From an optimization exercise on the open Yosys and OpenROAD flow, aimed at small area, a short achievable clock period and few clock cycles per item; shortcuts taken in it are not production practice.
Function was checked by simulation only, so behaviour that the tests miss may differ from the original.

Design mod_exp, start of the top module:
module mod_exp #(
    parameter int NUM_WORDS  = 8,
    parameter int WORD_WIDTH = 16
) (
    input  logic                  clk,
    input  logic                  reset,
    input  logic                  load_valid,
    output logic                  load_ready,
    input  logic [WORD_WIDTH-1:0] m_word,
    input  logic [WORD_WIDTH-1:0] e_word,
    input  logic [WORD_WIDTH-1:0] n_word,
    input  logic [WORD_WIDTH-1:0] r_word,
    input  logic [WORD_WIDTH-1:0] t_word,
    input  logic [WORD_WIDTH-1:0] nprime0,
    output logic                  res_valid,
    input  logic                  res_ready,
    output logic [WORD_WIDTH-1:0] res_word
);
For scale: roughly 7500 cells after synthesis, about 810 flip-flops, ~120 I/O pins, roughly 75000 sq um of cells after synthesis.
export LEC_CHECK = 0
export CAP_MARGIN = 20
export CORE_MARGIN = 2
export CORE_UTILIZATION = 55
export SETUP_SLACK_MARGIN = 5
export SLEW_MARGIN = 20
create_clock -name core_clock -period 11.0 [get_ports {clk}]
standard.sh (not shown) runs the stock make flow with config.mk's settings and CLKGATE_MAP_FILE= SYNTH_SCRIPT=/design/flow/synth_recipe.tcl, a recipe that flattens the netlist after the stock synthesis.
==> flow/flow/run.sh <==
#!/bin/bash
set -euo pipefail
bash standard.sh SETUP_SLACK_MARGIN=7.5 finish > standard_flow.log 2>&1
The baseline finished clean.
Testbench counts at the start, summed over its fixed seeds: cycles 208,632, items 32.
Edit:
==> flow/flow/run.sh (replaced) <==
#!/bin/bash
set -euo pipefail
bash standard.sh SETUP_SLACK_MARGIN=6.5 finish > standard_flow.log 2>&1
The new run went through all stages and came out clean. Register-to-register slack improved by 0.02 ns. Worst hold slack improved by 0.014 ns. Area after synthesis stays the same. Final area fell by a few percent. Utilization decreases by 4.1 points. Clock-buffer cell count fell by 7.

========
Another version of the RTL of mod_exp (not shown whole).
Size: roughly 7,000 cells after synthesis, about 810 flip-flops, about 120 I/O pins, about 72,000 um^2 of cells after synthesis.
==> flow/config.mk <==
export PLATFORM = sky130hd
export DESIGN_NAME = mod_exp
export DESIGN_NICKNAME = mod_exp
export VERILOG_FILES = /design/flow/design.v
export SDC_FILE = /design/flow/constraint.sdc
export NUM_CORES = 4
export LEC_CHECK = 0
export CAP_MARGIN = 20
export CORE_MARGIN = 2
export CORE_UTILIZATION = 65
export SETUP_SLACK_MARGIN = 5
export SLEW_MARGIN = 20
==> flow/constraint.sdc <==
create_clock -name core_clock -period 11.0 [get_ports {clk}]
set_input_delay 2.2000 -clock core_clock [delete_from_list [all_inputs] [get_ports {clk}]]
set_output_delay 2.2000 -clock core_clock [all_outputs]
set_load 0.01 [all_outputs]
==> flow/flow/run.sh <==
#!/bin/bash
set -euo pipefail
bash standard.sh SETUP_SLACK_MARGIN=6.5 finish > standard_flow.log 2>&1
The starting point finished with timing, DRC and antenna clean.
Testbench counts at the start, summed over its fixed seeds: cycles 208,632, items 32.
Rerun with:
==> flow/run.sh (new file) <==
#!/bin/bash
# synth_recipe.tcl (not shown) runs the flow's synth.tcl, then flattens the netlist and writes it again
# the make line also repeats each setting of config.mk as NAME=value (left out here)
make -C /OpenROAD-flow-scripts/flow DESIGN_CONFIG=/design/flow/config.mk WORK_HOME=/design/flow/orfs CLKGATE_MAP_FILE= SYNTH_SCRIPT=/design/flow/synth_recipe.tcl finish
Settings changed: ABC_CLOCK_PERIOD_IN_PS from default to 4000, CORE_UTILIZATION 65 to 40, SETUP_SLACK_MARGIN 5 to default.
removed: flow/flow/run.sh
removed: flow/standard.sh
Worst setup slack gets worse by 1.6 ns.
Cell area falls by about 2%.
Global-route usage is lower by 17 points.
Fmax drops by about 23%.
Synthesized area is unchanged.
Rerun with:
==> flow/flow/run.sh (new file) <==
#!/bin/bash
set -euo pipefail
bash standard.sh SETUP_SLACK_MARGIN=6.5 finish > standard_flow.log 2>&1
==> flow/standard.sh (new file) <==
#!/bin/bash
# synth_recipe.tcl (not shown) runs the flow's synth.tcl, then flattens the netlist and writes it again
# the make line also repeats each setting of config.mk as NAME=value (left out here)
make -C /OpenROAD-flow-scripts/flow DESIGN_CONFIG=/design/flow/config.mk WORK_HOME=/design/flow/orfs CLKGATE_MAP_FILE= SYNTH_SCRIPT=/design/flow/synth_recipe.tcl "${@:-finish}"
Settings changed: ABC_CLOCK_PERIOD_IN_PS 4000 to default, CORE_UTILIZATION 40 to 55, SETUP_SLACK_MARGIN from default to 5.
removed: flow/run.sh
Cell area climbs by 3.0%.
Non-clock buffer count climbs by 93.
Worst setup slack improved by 1.6 ns.
Via count climbs by 2.7%.
Global-route usage climbs by 12 points.
Area after synthesis is unchanged.
Critical path depth climbs by 1.
Sequential cell count is unchanged.
First-iteration DRC count climbs by 7.8%.
Rerun with:
==> flow/run.sh (new file) <==
#!/bin/bash
# synth_recipe.tcl (not shown) runs the flow's synth.tcl, then flattens the netlist and writes it again
# the make line also repeats each setting of config.mk as NAME=value (left out here)
make -C /OpenROAD-flow-scripts/flow DESIGN_CONFIG=/design/flow/config.mk WORK_HOME=/design/flow/orfs CLKGATE_MAP_FILE= SYNTH_SCRIPT=/design/flow/synth_recipe.tcl finish
removed: flow/flow/run.sh
removed: flow/standard.sh
Clock-buffer cell count decreases by 5. Synthesized area is unchanged. Routed wire length came out lower by 6.4%.

==> afterwards: timing with drivers on the ports <==
The flow's constraints put no driver on any port. The routed layouts listed below were extracted and timed again, unchanged, in two steps. Step 1 assumes that a clkbuf_16 drives the clock port and a buf_2 every other input. Step 2 times the ports against the registers' clock, not the clock port: input delays grow and output delays shrink by t, the midpoint of the rising clock arrivals with the driver on. Three values: no drivers, after step 1, after step 2; two values: the first two.
run | shift t [ns] | setup WS [ns] | hold slack, ns | worst register clock-pin slew, ns | cell pins on the clock port's net
the first run of note 1 | 0.861 | 5.997 / 5.997 / 5.997 | 0.533 / 0.533 / 0.533 | 0.07 / 0.07 | 1
the second run of note 1 | 0.843 | 6.022 / 5.955 / 5.920 | 0.547 / 0.547 / 0.547 | 0.07 / 0.07 | 1
the first run of note 2 | 0.821 | 5.718 / 5.718 / 5.718 | 0.537 / 0.537 / 0.537 | 0.07 / 0.07 | 1
the second run of note 2 | 0.833 | 4.165 / 4.165 / 4.165 | 0.522 / 0.522 / 0.522 | 0.07 / 0.07 | 1
the third run of note 2 | 0.817 | 5.810 / 5.810 / 5.804 | 0.543 / 0.543 / 0.543 | 0.07 / 0.07 | 1
the fourth run of note 2 | 0.823 | 5.195 / 5.195 / 5.166 | 0.510 / 0.510 / 0.510 | 0.07 / 0.07 | 1
After both steps setup and hold are still met in every run listed. For the second run of note 1, which loses most, drivers alone change the setup slack by -0.067 ns; drivers and shift together by -0.102 ns.
